Background: an optimization exercise with open tools, aiming at small area, a short achievable clock period and few clock cycles per item. Do not read the settings as production practice.
At most, simulation tests tie the RTL to the original design; equivalence was not proved.
No activity file was given, so power comes from the tool's default toggle rates.

## job 104
==> flow/design.v <==
`timescale 1ns / 1ps
package sngf_pkg;
   localparam int CSR_W   = 13;
   localparam int ROW_W   = 12;
   localparam int COL_W   = 12;
   localparam int LEN_W   = 13;
   localparam int COLOR_W = 24;
   localparam logic [CSR_W-1:0] ROW_WIDTH_RESET = 13'd800;
   function automatic logic [13:0] add13(input logic [12:0] a, input logic [12:0] b,
                                         input logic ci);
      logic [12:0] p, g, gg, pp;
      logic [13:0] c;
      int          j;
      p  = a ^ b;
      g  = a & b;
      gg = g;
      pp = p;
      gg[0] = g[0] | (p[0] & ci);
      for (int l = 0; l < 4; l++) begin
         for (int i = 0; i < 13; i++) begin
            if (((i >> l) & 1) == 1) begin
               j = ((i >> (l + 1)) << (l + 1)) + (1 << l) - 1;
               gg[i] = gg[i] | (pp[i] & gg[j]);
               pp[i] = pp[i] & pp[j];
            end
         end
      end
      c[0] = ci;
      for (int i = 0; i < 13; i++) c[i+1] = gg[i];
      add13 = {c[13], p ^ c[12:0]};
   endfunction
   function automatic logic [12:0] inc13(input logic [12:0] a, input logic ci);
      logic [13:0] r;
      r = add13(a, 13'd0, ci);
      inc13 = r[12:0];
   endfunction
   function automatic logic ge13(input logic [12:0] a, input logic [12:0] b);
      logic [13:0] r;
      r = add13(a, ~b, 1'b1);
      ge13 = r[13];
   endfunction
endpackage
`timescale 1ns / 1ps
`timescale 1ns / 1ps
`timescale 1ns / 1ps
`timescale 1ns / 1ps
module scanline_nearest_gap_fill (
   input  logic        clock,
   input  logic        reset,
   input  logic        req_push,
   output logic        req_full,
   input  logic [24:0] req_data,
   output logic        rsp_empty,
   input  logic        rsp_pop,
   output logic [61:0] rsp_data,
   input  logic        csr_valid,
   output logic        csr_ready,
   input  logic [12:0] csr_data
);
   logic [12:0] wid_ff;       
   logic [11:0] col_ff;
   logic [11:0] row_ff;
   logic        seen_ff;
   logic [11:0] scol_ff;      
   logic [23:0] sclr_ff;      
   logic        blk_ff;       
   logic        re_ff;        
   logic        past_ff;      
   logic        tok_ff;       
   logic        gbig_ff;      
   logic        cnz_ff;       
   logic        rinc_ff;      
   logic        ov_ff;
   logic [11:0] o_start_ff;
   logic [12:0] o_len_ff;
   logic [23:0] o_clr_ff;
   logic        pb_ff;        
   logic        pt_ff;        
   logic        pu_ff;        
   logic        o_last_ff;
   logic        odd_ff;       
   logic        pend_ff;      
   logic        fk0_ff;       
   logic        fk1_ff;       
   logic        fk2_ff;       
   logic        sampled;
   logic [23:0] new_clr;
   logic        pend;
   logic        out_free;
   logic        accept;
   logic        tail_s;
   logic [11:0] gap;
   logic [12:0] tail_len;
   logic [12:0] wid_in;
   logic [12:0] col_x;
   logic [13:0] sub_g, sub_t, sum_c;
   logic [12:0] col_p1, col_p2, colh_p1, row_p;
   logic [11:0] cur;
   logic        load;
   logic        row_inc;
   logic [11:0] n_start;
   logic [12:0] n_len;
   logic [23:0] n_clr;
   logic        n_pb, n_pt, n_odd;
   logic        n_re, n_ov;
   logic        n_pu, n_last, n_seen, n_gbig, n_pend;
   assign csr_ready = 1'b1;
   assign rsp_empty = !ov_ff;
   assign rsp_data  = {o_start_ff, o_len_ff, row_ff, o_clr_ff, o_last_ff};
   assign sampled  = req_data[24];
   assign new_clr  = req_data[23:0];
   assign pend     = pend_ff;
   assign out_free = !ov_ff || rsp_pop;
   assign req_full = fk0_ff || (fk1_ff && sampled)
                     || (!rsp_pop && (fk2_ff || (ov_ff && sampled)));
   assign accept   = req_push && !req_full;
   assign tail_s   = re_ff && !past_ff;
   assign row_inc  = rinc_ff && out_free && !pend;
   assign col_x    = {1'b0, col_ff};
   assign sub_g    = sngf_pkg::add13(col_x, ~{1'b0, scol_ff}, 1'b1);
   assign sub_t    = sngf_pkg::add13(wid_ff, ~{1'b0, scol_ff}, 1'b1);
   assign sum_c    = sngf_pkg::add13({1'b0, o_start_ff}, {1'b0, o_len_ff[11:0]}, 1'b0);
   assign col_p1   = sngf_pkg::inc13(col_x, 1'b1);
   assign colh_p1  = sngf_pkg::inc13({1'b0, col_x[12:1]}, 1'b1);
   assign col_p2   = {colh_p1[11:0], col_x[0]};
   assign row_p    = sngf_pkg::inc13({1'b0, row_ff}, row_inc);
   assign gap      = sub_g[11:0];
   assign tail_len = sub_t[12:0];
   assign cur      = sum_c[11:0];
   always_comb begin
      if (csr_data == 13'd0)
         wid_in = 13'd1;
      else if (csr_data[12] && (csr_data[11:0] != 12'd0))
         wid_in = 13'd4096;
      else
         wid_in = csr_data;
   end
   always_comb begin
      load    = 1'b0;
      n_start = scol_ff;
      n_len   = 13'd1;
      n_clr   = sclr_ff;
      n_pb    = pb_ff;
      n_pt    = pt_ff;
      n_pu    = pu_ff;
      n_odd   = odd_ff;
      n_last  = 1'b1;
      if (pend) begin
         if (out_free) begin
            load = 1'b1;
            if (pb_ff) begin
               n_start = cur;
               n_len   = sngf_pkg::inc13(o_len_ff, odd_ff);
               n_last  = !pt_ff;
               n_pb    = 1'b0;
            end else if (pu_ff) begin
               n_start = cur;
               n_pu    = 1'b0;
            end else begin
               n_pt    = 1'b0;
            end
            if (accept && sampled)
               n_pu = 1'b1;
         end
      end else if (accept) begin
         if (sampled && !seen_ff) begin
            if (cnz_ff) begin
               load    = 1'b1;
               n_start = 12'd0;
               n_len   = col_x;
               n_clr   = new_clr;
               n_last  = !tail_s;
               n_pt    = tail_s;
            end else if (tail_s) begin
               load    = 1'b1;
               n_start = 12'd0;
               n_clr   = new_clr;
            end
         end else if (sampled) begin
            load = 1'b1;
            if (gbig_ff) begin
               n_len  = {2'b00, gap[11:1]};
               n_last = 1'b0;
               n_pb   = 1'b1;
               n_odd  = gap[0];
               n_pt   = tail_s;
            end else begin
               n_clr  = new_clr;
               n_last = !tail_s;
               n_pt   = tail_s;
            end
         end else if (re_ff && seen_ff && tok_ff) begin
            load  = 1'b1;
            n_len = tail_len;
         end
      end
   end
   always_comb begin
      if (blk_ff)
         n_re = sngf_pkg::ge13(col_p1, wid_ff);
      else if (accept)
         n_re = re_ff ? (wid_ff == 13'd1) : sngf_pkg::ge13(col_p2, wid_ff);
      else
         n_re = re_ff;
      n_ov   = load || (ov_ff && !rsp_pop);
      n_seen = accept ? (!re_ff && (seen_ff || sampled)) : seen_ff;
      n_gbig = accept ? !sampled : gbig_ff;
      n_pend = n_pb || n_pt || n_pu;
   end
   always_ff @(posedge clock) begin
      if (reset) begin
         wid_ff  <= sngf_pkg::ROW_WIDTH_RESET;
         col_ff  <= '0;
         row_ff  <= '0;
         rinc_ff <= 1'b0;
         seen_ff <= 1'b0;
         pu_ff   <= 1'b0;
         fk1_ff  <= 1'b0;
         blk_ff  <= 1'b0;
         re_ff   <= 1'b0;
         past_ff <= 1'b0;
         cnz_ff  <= 1'b0;
         ov_ff   <= 1'b0;
         pb_ff   <= 1'b0;
         pt_ff   <= 1'b0;
         pend_ff <= 1'b0;
         fk0_ff  <= 1'b0;
         fk2_ff  <= 1'b0;
      end else begin
         blk_ff <= csr_valid;
         if (csr_valid) wid_ff <= wid_in;
         re_ff <= n_re;
         if (blk_ff)
            past_ff <= sngf_pkg::ge13(col_x, wid_ff);
         else if (accept)
            past_ff <= 1'b0;
         if (accept) begin
            col_ff  <= re_ff ? 12'd0 : col_p1[11:0];
            cnz_ff  <= !re_ff;
         end
         row_ff  <= row_p[11:0];
         rinc_ff <= (accept && re_ff) || (rinc_ff && !row_inc);
         ov_ff   <= n_ov;
         pb_ff   <= n_pb;
         pt_ff   <= n_pt;
         pu_ff   <= n_pu;
         seen_ff <= n_seen;
         pend_ff <= n_pend;
         fk0_ff  <= csr_valid || (n_pend && n_re);
         fk1_ff  <= n_pend && !(n_seen && !n_gbig && !n_re && !n_pt);
         fk2_ff  <= n_ov && n_re;
      end
   end
   always_ff @(posedge clock) begin
      if (blk_ff)
         tok_ff <= !sngf_pkg::ge13({1'b0, scol_ff}, wid_ff);
      else if (accept && sampled)
         tok_ff <= 1'b1;
      gbig_ff <= n_gbig;
      if (accept && sampled) begin
         scol_ff <= col_ff;
         sclr_ff <= new_clr;
      end
      odd_ff <= n_odd;
      if (load) begin
         o_start_ff <= n_start;
         o_len_ff   <= n_len;
         o_clr_ff   <= n_clr;
         o_last_ff  <= n_last;
      end
   end
endmodule
export LEC_CHECK = 0
export CAP_MARGIN = 20
export CORE_MARGIN = 2
export CORE_UTILIZATION = 60
export CTS_BUF_LIST = sky130_fd_sc_hd__clkbuf_4 sky130_fd_sc_hd__clkbuf_8
export SETUP_SLACK_MARGIN = 2.55
export SLEW_MARGIN = 20
create_clock -name core_clock -period 5.0 [get_ports {clock}]
standard.sh (not shown) runs the stock make flow with config.mk's settings and CLKGATE_MAP_FILE= SYNTH_SCRIPT=/design/flow/synth_recipe.tcl, a recipe that flattens the netlist after the stock synthesis.
==> flow/flow/run.sh <==
#!/bin/bash
# The standard layout, with the ports buffered by a plain buffer cell
# (buffer_ports otherwise picks sky130_fd_sc_hd__clkdlybuf4s50_1).
set -euo pipefail
export BUFFER_PORTS_ARGS="-buffer_cell sky130_fd_sc_hd__buf_1"
bash standard.sh > standard_flow.log 2>&1
> inputs changed (job 104 -> job 102)
--- a/flow/design.v
+++ b/flow/design.v
@@ -30,9 +30,14 @@
       add13 = {c[13], p ^ c[12:0]};
    endfunction
    function automatic logic [12:0] inc13(input logic [12:0] a, input logic ci);
-      logic [13:0] r;
-      r = add13(a, 13'd0, ci);
-      inc13 = r[12:0];
+      logic [12:0] s;
+      logic        run;
+      for (int i = 0; i < 13; i++) begin
+         run = ci;
+         for (int k = 0; k < i; k++) run = run & a[k];
+         s[i] = a[i] ^ run;
+      end
+      inc13 = s;
    endfunction
    function automatic logic ge13(input logic [12:0] a, input logic [12:0] b);
       logic [13:0] r;
Results
All of job 104 and job 102 finish clean.
Clock network area share for job 102 is lower than for job 104.
Job 102 vs. job 104: maximum clock frequency down 12%; final clock period utilization by the worst path up 7.8 points; sum of met3 wire segment lengths after detailed routing down about 3.6%; worst slew slack as a fraction of its limit down 7.5 points; post-CTS resize count flat.
Going from job 104 to job 102, the routed wire length was found to have gone up by 2.0%.
Final area (job 102 over job 104): increase, about 4%
In job 102, the area of the mapped netlist came out 0.63% above the value in job 104.
Function was not checked in any run of this note: the RTL went through the layout flow alone.

* * *

v6:
Another version of the RTL of scanline_nearest_gap_fill (not shown whole).
For scale: about 860 cells after synthesis, ~110 I/O pins.
==> module scanline_nearest_gap_fill, before the edit <==
module scanline_nearest_gap_fill (
   input  logic        clock,
   input  logic        reset,
   input  logic        req_push,
   output logic        req_full,
   input  logic [24:0] req_data,
   output logic        rsp_empty,
   input  logic        rsp_pop,
   output logic [61:0] rsp_data,
   input  logic        csr_valid,
   output logic        csr_ready,
   input  logic [12:0] csr_data
);
   logic [12:0] wid_ff;       
   logic [11:0] col_ff;
   logic [11:0] row_ff;
   logic        seen_ff;
   logic [11:0] scol_ff;      
   logic [23:0] sclr_ff;      
   logic        blk_ff;       
   logic        re_ff;        
   logic        past_ff;      
   logic        tok_ff;       
   logic        gbig_ff;      
   logic        cnz_ff;       
   logic        rinc_ff;      
   logic        ov_ff;
   logic [11:0] o_start_ff;
   logic [12:0] o_len_ff;
   logic [23:0] o_clr_ff;
   logic        pb_ff;        
   logic        pt_ff;        
   logic        pu_ff;        
   logic        o_last_ff;
   logic        odd_ff;       
   logic        pend_ff;      
   logic        fk0_ff;       
   logic        fk1_ff;       
   logic        fk2_ff;       
   logic        sampled;
   logic [23:0] new_clr;
   logic        pend;
   logic        out_free;
   logic        accept;
   logic        tail_s;
   logic [11:0] gap;
   logic [12:0] tail_len;
   logic [12:0] wid_in;
   logic [12:0] col_x;
   logic        load;
   logic        row_inc;
   logic [11:0] n_start;
   logic [12:0] n_len;
   logic [23:0] n_clr;
   logic        n_pb, n_pt, n_odd;
   logic        n_re, n_ov;
   logic        n_pu, n_last, n_seen, n_gbig, n_pend;
   assign csr_ready = 1'b1;
   assign rsp_empty = !ov_ff;
   assign rsp_data  = {o_start_ff, o_len_ff, row_ff, o_clr_ff, o_last_ff};
   assign sampled  = req_data[24];
   assign new_clr  = req_data[23:0];
   assign pend     = pend_ff;
   assign out_free = !ov_ff || rsp_pop;
   assign req_full = fk0_ff || (fk1_ff && sampled)
                     || (!rsp_pop && (fk2_ff || (ov_ff && sampled)));
   assign accept   = req_push && !req_full;
   assign tail_s   = re_ff && !past_ff;
   assign row_inc  = rinc_ff && out_free && !pend;
   assign col_x    = {1'b0, col_ff};
   assign gap      = col_ff - scol_ff;
   assign tail_len = wid_ff - {1'b0, scol_ff};
   always_comb begin
      if (csr_data == 13'd0)
         wid_in = 13'd1;
      else if (csr_data[12] && (csr_data[11:0] != 12'd0))
         wid_in = 13'd4096;
      else
         wid_in = csr_data;
   end
   always_comb begin
      load    = 1'b0;
      n_start = scol_ff;
      n_len   = 13'd1;
      n_clr   = sclr_ff;
      n_pb    = pb_ff;
      n_pt    = pt_ff;
      n_pu    = pu_ff;
      n_odd   = odd_ff;
      n_last  = 1'b1;
      if (pend) begin
         if (out_free) begin
            load = 1'b1;
            if (pb_ff) begin
               n_start = o_start_ff + o_len_ff[11:0];
               n_len   = o_len_ff + {12'd0, odd_ff};
               n_last  = !pt_ff;
               n_pb    = 1'b0;
            end else if (pu_ff) begin
               n_start = o_start_ff + o_len_ff[11:0];
               n_pu    = 1'b0;
            end else begin
               n_pt    = 1'b0;
            end
            if (accept && sampled)
               n_pu = 1'b1;
         end
      end else if (accept) begin
         if (sampled && !seen_ff) begin
            if (cnz_ff) begin
               load    = 1'b1;
               n_start = 12'd0;
               n_len   = col_x;
               n_clr   = new_clr;
               n_last  = !tail_s;
               n_pt    = tail_s;
            end else if (tail_s) begin
               load    = 1'b1;
               n_start = 12'd0;
               n_clr   = new_clr;
            end
         end else if (sampled) begin
            load = 1'b1;
            if (gbig_ff) begin
               n_len  = {2'b00, gap[11:1]};
               n_last = 1'b0;
               n_pb   = 1'b1;
               n_odd  = gap[0];
               n_pt   = tail_s;
            end else begin
               n_clr  = new_clr;
               n_last = !tail_s;
               n_pt   = tail_s;
            end
         end else if (re_ff && seen_ff && tok_ff) begin
            load  = 1'b1;
            n_len = tail_len;
         end
      end
   end
   always_comb begin
      if (blk_ff)
         n_re = (col_x + 13'd1) >= wid_ff;
      else if (accept)
         n_re = re_ff ? (wid_ff == 13'd1) : ((col_x + 13'd2) >= wid_ff);
      else
         n_re = re_ff;
      n_ov   = load || (ov_ff && !rsp_pop);
      n_seen = accept ? (!re_ff && (seen_ff || sampled)) : seen_ff;
      n_gbig = accept ? !sampled : gbig_ff;
      n_pend = n_pb || n_pt || n_pu;
   end
   always_ff @(posedge clock) begin
      if (reset) begin
         wid_ff  <= sngf_pkg::ROW_WIDTH_RESET;
         col_ff  <= '0;
         row_ff  <= '0;
         rinc_ff <= 1'b0;
         seen_ff <= 1'b0;
         pu_ff   <= 1'b0;
         fk1_ff  <= 1'b0;
         blk_ff  <= 1'b0;
         re_ff   <= 1'b0;
         past_ff <= 1'b0;
         cnz_ff  <= 1'b0;
         ov_ff   <= 1'b0;
         pb_ff   <= 1'b0;
         pt_ff   <= 1'b0;
         pend_ff <= 1'b0;
         fk0_ff  <= 1'b0;
         fk2_ff  <= 1'b0;
      end else begin
         blk_ff <= csr_valid;
         if (csr_valid) wid_ff <= wid_in;
         re_ff <= n_re;
         if (blk_ff)
            past_ff <= col_x >= wid_ff;
         else if (accept)
            past_ff <= 1'b0;
         if (accept) begin
            col_ff  <= re_ff ? 12'd0 : col_ff + 12'd1;
            cnz_ff  <= !re_ff;
         end
         row_ff  <= row_ff + {11'd0, row_inc};
         rinc_ff <= (accept && re_ff) || (rinc_ff && !row_inc);
         ov_ff   <= n_ov;
         pb_ff   <= n_pb;
         pt_ff   <= n_pt;
         pu_ff   <= n_pu;
         seen_ff <= n_seen;
         pend_ff <= n_pend;
         fk0_ff  <= csr_valid || (n_pend && n_re);
         fk1_ff  <= n_pend && !(n_seen && !n_gbig && !n_re && !n_pt);
         fk2_ff  <= n_ov && n_re;
      end
   end
   always_ff @(posedge clock) begin
      if (blk_ff)
         tok_ff <= wid_ff > {1'b0, scol_ff};
      else if (accept && sampled)
         tok_ff <= 1'b1;
      gbig_ff <= n_gbig;
      if (accept && sampled) begin
         scol_ff <= col_ff;
         sclr_ff <= new_clr;
      end
      odd_ff <= n_odd;
      if (load) begin
         o_start_ff <= n_start;
         o_len_ff   <= n_len;
         o_clr_ff   <= n_clr;
         o_last_ff  <= n_last;
      end
   end
endmodule
clock: 5.0 ns
lec_check: 0
cap_margin: 20
core_margin: 2
core_utilization: 40
cts_buf_list: sky130_fd_sc_hd__clkbuf_4 sky130_fd_sc_hd__clkbuf_8
setup_slack_margin: 2.55
slew_margin: 20
Scripts as last shown in full above: flow/flow/run.sh
Testbench counts of v6, summed over its fixed seeds: cycles 25,740, runs 12,397.
What v7 does differently from v6 at the input level:
--- a/flow/design.v
+++ b/flow/design.v
@@ -38,20 +38,18 @@
    logic        cnz_ff;       
    logic        rinc_ff;      
    logic        ov_ff;
    logic [11:0] o_start_ff;
    logic [12:0] o_len_ff;
    logic [23:0] o_clr_ff;
+   logic        o_last_ff;
    logic        pb_ff;        
    logic        pt_ff;        
-   logic        pu_ff;        
-   logic        o_last_ff;
    logic        odd_ff;       
    logic        pend_ff;      
    logic        fk0_ff;       
-   logic        fk1_ff;       
    logic        fk2_ff;       
    logic        sampled;
    logic [23:0] new_clr;
    logic        pend;
    logic        out_free;
    logic        accept;
@@ -62,23 +60,23 @@
    logic [12:0] col_x;
    logic        load;
    logic        row_inc;
    logic [11:0] n_start;
    logic [12:0] n_len;
    logic [23:0] n_clr;
+   logic        n_last;
    logic        n_pb, n_pt, n_odd;
    logic        n_re, n_ov;
-   logic        n_pu, n_last, n_seen, n_gbig, n_pend;
    assign csr_ready = 1'b1;
    assign rsp_empty = !ov_ff;
    assign rsp_data  = {o_start_ff, o_len_ff, row_ff, o_clr_ff, o_last_ff};
    assign sampled  = req_data[24];
    assign new_clr  = req_data[23:0];
    assign pend     = pend_ff;
    assign out_free = !ov_ff || rsp_pop;
-   assign req_full = fk0_ff || (fk1_ff && sampled)
+   assign req_full = fk0_ff || (pend_ff && sampled)
                      || (!rsp_pop && (fk2_ff || (ov_ff && sampled)));
    assign accept   = req_push && !req_full;
    assign tail_s   = re_ff && !past_ff;
    assign row_inc  = rinc_ff && out_free && !pend;
    assign col_x    = {1'b0, col_ff};
    assign gap      = col_ff - scol_ff;
@@ -93,33 +91,27 @@
    end
    always_comb begin
       load    = 1'b0;
       n_start = scol_ff;
       n_len   = 13'd1;
       n_clr   = sclr_ff;
+      n_last  = 1'b1;
       n_pb    = pb_ff;
       n_pt    = pt_ff;
-      n_pu    = pu_ff;
       n_odd   = odd_ff;
-      n_last  = 1'b1;
       if (pend) begin
          if (out_free) begin
             load = 1'b1;
             if (pb_ff) begin
                n_start = o_start_ff + o_len_ff[11:0];
                n_len   = o_len_ff + {12'd0, odd_ff};
                n_last  = !pt_ff;
                n_pb    = 1'b0;
-            end else if (pu_ff) begin
-               n_start = o_start_ff + o_len_ff[11:0];
-               n_pu    = 1'b0;
             end else begin
                n_pt    = 1'b0;
             end
-            if (accept && sampled)
-               n_pu = 1'b1;
          end
       end else if (accept) begin
          if (sampled && !seen_ff) begin
             if (cnz_ff) begin
                load    = 1'b1;
                n_start = 12'd0;
@@ -155,26 +147,21 @@
       if (blk_ff)
          n_re = (col_x + 13'd1) >= wid_ff;
       else if (accept)
          n_re = re_ff ? (wid_ff == 13'd1) : ((col_x + 13'd2) >= wid_ff);
       else
          n_re = re_ff;
-      n_ov   = load || (ov_ff && !rsp_pop);
-      n_seen = accept ? (!re_ff && (seen_ff || sampled)) : seen_ff;
-      n_gbig = accept ? !sampled : gbig_ff;
-      n_pend = n_pb || n_pt || n_pu;
+      n_ov = load || (ov_ff && !rsp_pop);
    end
    always_ff @(posedge clock) begin
       if (reset) begin
          wid_ff  <= sngf_pkg::ROW_WIDTH_RESET;
          col_ff  <= '0;
          row_ff  <= '0;
          rinc_ff <= 1'b0;
          seen_ff <= 1'b0;
-         pu_ff   <= 1'b0;
-         fk1_ff  <= 1'b0;
          blk_ff  <= 1'b0;
          re_ff   <= 1'b0;
          past_ff <= 1'b0;
          cnz_ff  <= 1'b0;
          ov_ff   <= 1'b0;
          pb_ff   <= 1'b0;
@@ -189,33 +176,31 @@
          if (blk_ff)
             past_ff <= col_x >= wid_ff;
          else if (accept)
             past_ff <= 1'b0;
          if (accept) begin
             col_ff  <= re_ff ? 12'd0 : col_ff + 12'd1;
+            seen_ff <= !re_ff && (seen_ff || sampled);
             cnz_ff  <= !re_ff;
          end
          row_ff  <= row_ff + {11'd0, row_inc};
          rinc_ff <= (accept && re_ff) || (rinc_ff && !row_inc);
          ov_ff   <= n_ov;
          pb_ff   <= n_pb;
          pt_ff   <= n_pt;
-         pu_ff   <= n_pu;
-         seen_ff <= n_seen;
-         pend_ff <= n_pend;
-         fk0_ff  <= csr_valid || (n_pend && n_re);
-         fk1_ff  <= n_pend && !(n_seen && !n_gbig && !n_re && !n_pt);
+         pend_ff <= n_pb || n_pt;
+         fk0_ff  <= csr_valid || ((n_pb || n_pt) && n_re);
          fk2_ff  <= n_ov && n_re;
       end
    end
    always_ff @(posedge clock) begin
       if (blk_ff)
          tok_ff <= wid_ff > {1'b0, scol_ff};
       else if (accept && sampled)
          tok_ff <= 1'b1;
-      gbig_ff <= n_gbig;
+      if (accept) gbig_ff <= !sampled;
       if (accept && sampled) begin
          scol_ff <= col_ff;
          sclr_ff <= new_clr;
       end
       odd_ff <= n_odd;
       if (load) begin
Findings:
- Taking v6 as the reference point, the number of logic inverters in the finished layout of v7 falls by 3.
- Status: latest clock arrival within the worst-skew pair parity (v7, v6)
- The launch point of the critical path comes out req_data[24] in one run and scol_ff[0]$_DFFE_PP_ in the other, namely in v7 and v6 respectively.
- Against v6, combinational power in v7 fell slightly.
- Looking at slowest library cell on the worst path, the edfxtp_1 result is from v6; the a21oi_4 one comes from v7.
- Non-clock buffer count of v7 falls short of that of v6 by a few percent.
- In v7 the initial detailed-routing violation count turned out about 14% lower than in v6.
- Row number of global-route vias before repair: v7 higher / v6 lower
Testbench counts of v7, summed over its fixed seeds: cycles 27,221, runs 12,397.

-- port drivers added, routing unchanged --
The results above use ideal ports. As a check the final layouts listed here were re-extracted and re-timed, cells and wires unchanged. Step 1 (the two cells are an assumption about what drives the block):
set clk [get_ports {clock}]
set_driving_cell -lib_cell sky130_fd_sc_hd__clkbuf_16 $clk
set_driving_cell -lib_cell sky130_fd_sc_hd__buf_2 [delete_from_list [all_inputs] $clk]
Step 2 adds t to the input delays and takes it off the output delays; t is the mean of the earliest and latest rising clock arrival at the registers after step 1. Input paths then give back, and output paths get back, about the clock's delay inside the block. a / b / c = no drivers / after step 1 / after step 2; a / b = the first two.
run	shift t [ns]	setup WS [ns]	hold WS [ns]	worst setup path after step 2	latest minus earliest clock arrival (ns)
job 104	0.499	2.049 / 2.049 / 2.038	0.497 / 0.497 / 0.497	input to register	0.015 / 0.015
job 102	0.483	1.658 / 1.658 / 1.517	0.529 / 0.529 / 0.529	input to register	0.015 / 0.014
v6	0.490	2.463 / 2.432 / 2.104	0.526 / 0.526 / 0.526	input to register	0.023 / 0.023
v7	0.504	2.512 / 2.452 / 2.105	0.472 / 0.472 / 0.472	input to register	0.023 / 0.023
After both steps every run listed still meets setup and hold. The setup slack of v7, which loses most, moves by -0.060 ns with the drivers and by -0.407 ns with both steps.
